Background: an optimization exercise with open tools, aiming at small area. Do not read the settings as production practice.
In this exercise RTL edits were held to simulation tests only and were not proved equivalent to the original.
Power is estimated from default activity; no workload was simulated.

== v17 ==
==> flow/design.v (excerpt) <==
module pio_top (
  input  logic                      clk_25mhz,
  input  logic                      pwr_up_reset_n,
  input  logic [3:0]                cmd_action,
  input  logic                      cmd_mindex,
  input  logic [4:0]                cmd_index,
  input  logic [31:0]               cmd_data,
  output logic [2-1:0]    full,
  output logic [8-1:0]  pins
);
Size in the first run: about 870 flip-flops, roughly 54 I/O pins.
export LEC_CHECK = 0
export CAP_MARGIN = 10
export CORE_MARGIN = 2
export CORE_UTILIZATION = 60
export PLACE_DENSITY = 0.75
export SLEW_MARGIN = 10
export SYNTH_HIERARCHICAL = 1
create_clock -name core_clock -period 10.0 [get_ports {clk_25mhz}]
standard.sh (not shown) runs the stock make flow with config.mk's settings and CLKGATE_MAP_FILE= SYNTH_SCRIPT=/design/flow/synth_recipe.tcl, a recipe that flattens the netlist after the stock synthesis.
==> flow/flow/run.sh <==
#!/bin/bash
# Standard layout with two changes:
# - logic mapping uses an area-oriented ABC script (the flip-flops are mapped
#   before ABC runs, so the registers are those of the standard synthesis);
# - clock tree synthesis adds no dummy loads and clusters up to 30 flip-flops
#   per leaf buffer.
set -euo pipefail
cp -r "$FLOW_HOME/scripts" scripts_area
printf 'strash\ndch\nmap -a\nstrash\ndch\nmap -a\ntopo\n' > scripts_area/abc_speed.script
sed "s#CLKGATE_MAP_FILE= #CLKGATE_MAP_FILE= SCRIPTS_DIR=$PWD/scripts_area #" standard.sh > standard_area.sh
grep -q 'SCRIPTS_DIR=' standard_area.sh
export CTS_ARGS="-sink_clustering_enable -repair_clock_nets -dont_use_dummy_load -buf_list sky130_fd_sc_hd__clkbuf_16 -sink_clustering_size 30 -sink_clustering_max_diameter 80"
bash standard_area.sh > standard.log 2>&1
Final checks on v17, whose flow otherwise completed, came back failing, citing max-capacitance violations, max-slew violations.
Here is what was changed in the inputs of v33 compared with v17.
- a deleted PLACE_DENSITY that had been 0.75
- a change of CORE_UTILIZATION from 60 to 40
## What came out
Comparing v17 and v33, the one run not ending clean was v17. In the flow results for v17 and v33, the shortest clock period the worst path allows after layout is larger on v17. Per the comparison of v33 with v17, wire length went down 1.3%; part of the cycle the worst path needs went down 2.6 points. Compare v17 and v33 | placement-stage cell area higher: v33. v33 vs. v17: number of global-route vias before repair went down by 4.1%.
Input-level comparison between v4 and v33:
- changing SLEW_MARGIN from 10 to 0
- changing CAP_MARGIN from 10 to 0
==> comparison <==
Comparing v33 with v4, the design area came out essentially unchanged. End-of-flow core utilization across v4 and v33: no real change. Per the comparison of v4 with v33, shortest period the worst path allows did not really move, power did not really move, count of distinct cell types in the synthesized netlist did not really move.
The inputs of v58 differ from those of v4 as listed below.
- SLEW_MARGIN now 10, was 0
- CAP_MARGIN now 10, was 0
==> flow/flow/run.sh <==
#!/bin/bash
# Standard layout with two changes:
# - logic mapping uses an area-oriented ABC script (the flip-flops are mapped
#   before ABC runs, so the registers are those of the standard synthesis);
# - clock tree synthesis adds no dummy loads and clusters up to 32 flip-flops
#   per leaf buffer.
set -euo pipefail
cp -r "$FLOW_HOME/scripts" scripts_area
printf 'strash\ndch\nmap -a\nstrash\ndch\nmap -a\ntopo\n' > scripts_area/abc_speed.script
sed "s#CLKGATE_MAP_FILE= #CLKGATE_MAP_FILE= SCRIPTS_DIR=$PWD/scripts_area #" standard.sh > standard_area.sh
grep -q 'SCRIPTS_DIR=' standard_area.sh
export CTS_ARGS="-sink_clustering_enable -repair_clock_nets -dont_use_dummy_load -buf_list sky130_fd_sc_hd__clkbuf_16 -sink_clustering_size 32 -sink_clustering_max_diameter 80"
bash standard_area.sh > standard.log 2>&1
Results
Looking at v58 and v4, the post-route core utilization is a wash. Sequential cell fraction of total power ends up higher on v58. Portion of total power attributed to the clock network ended up 0.2 points lower on v58 than on v4. Between v58 and v4, the final critical-path required period is higher for v58. Summary of the comparison: met2 wire length is lower in v58, relative to v4. Between v58 and v4, the difference in power density over the cells is negligible. | normalized max-slew margin | v58 vs v4 | worse |. v4: no failed stages, no open violations at the end. v58: flow completed, timing, DRC and antenna clean. Diff v4..v58 | final standard cell count with taps included and fillers excluded | negligible. In v58, the number of clock buffer instances in the layout came out 1 below the value in v4. Maximum clock frequency: v58 vs v4, no meaningful difference.
--- input diff v58..v56 ---
==> flow/flow/run.sh <==
#!/bin/bash
# Standard layout with two changes:
# - logic mapping uses an area-oriented ABC script (the flip-flops are mapped
#   before ABC runs, so the registers are those of the standard synthesis);
# - clock tree synthesis adds no dummy loads and clusters up to 30 flip-flops
#   per leaf buffer.
set -euo pipefail
cp -r "$FLOW_HOME/scripts" scripts_area
printf 'strash\ndch\nmap -a\nstrash\ndch\nmap -a\ntopo\n' > scripts_area/abc_speed.script
sed "s#CLKGATE_MAP_FILE= #CLKGATE_MAP_FILE= SCRIPTS_DIR=$PWD/scripts_area #" standard.sh > standard_area.sh
grep -q 'SCRIPTS_DIR=' standard_area.sh
export CTS_ARGS='-sink_clustering_enable -repair_clock_nets -dont_use_dummy_load -buf_list {sky130_fd_sc_hd__clkbuf_8 sky130_fd_sc_hd__clkbuf_16} -sink_clustering_size 30 -sink_clustering_max_diameter 80'
bash standard_area.sh > standard.log 2>&1
- [compare] base=v58 new=v56: area growth from synthesis to layout stayed essentially flat; wire length of the first global-routing pass stayed essentially flat; final worst-path setup slack rose by 7.7 ps; sequential share of layout area stayed essentially flat; number of clock buffers in the layout rose by about 2.4%.
- Diff v58 -> v56: overall power consumption climbed 22 µW, maximum ir drop on the vdd rail dropped 19%, share of the cycle needed by the critical path after routing barely changed, number of filler cells placed in the layout barely changed, post-route minimum period dropped 7.7 ps.

[static timing again, ports no longer ideal]
Ports are ideal in the flow. The routed layouts listed here were re-timed in OpenROAD. Step 1 sets driving cells, clkbuf_16 on the clock port and buf_2 on the other inputs (assumed; they add their load-dependent delay and slew). Step 2 also shifts input and output timing later by t, the mid clock arrival at the registers, as if the neighbouring blocks saw the same clock. Three values: no drivers, after step 1, after step 2; two values: the first two.
| run | shift t [ns] | setup slack, ns | worst setup path after step 2 | worst register clock-pin slew, ns |
|---|---|---|---|---|
| v17 | 0.663 | 1.060 / 1.060 / 1.060 | register to register | 0.11 / 0.11 |
| v33 | 0.658 | 1.315 / 1.315 / 1.315 | register to register | 0.12 / 0.12 |
| v4 | 0.661 | 1.315 / 1.315 / 1.315 | register to register | 0.12 / 0.12 |
| v58 | 0.667 | 1.308 / 1.308 / 1.308 | register to register | 0.12 / 0.12 |
| v56 | 0.658 | 1.315 / 1.315 / 1.315 | register to register | 0.12 / 0.12 |
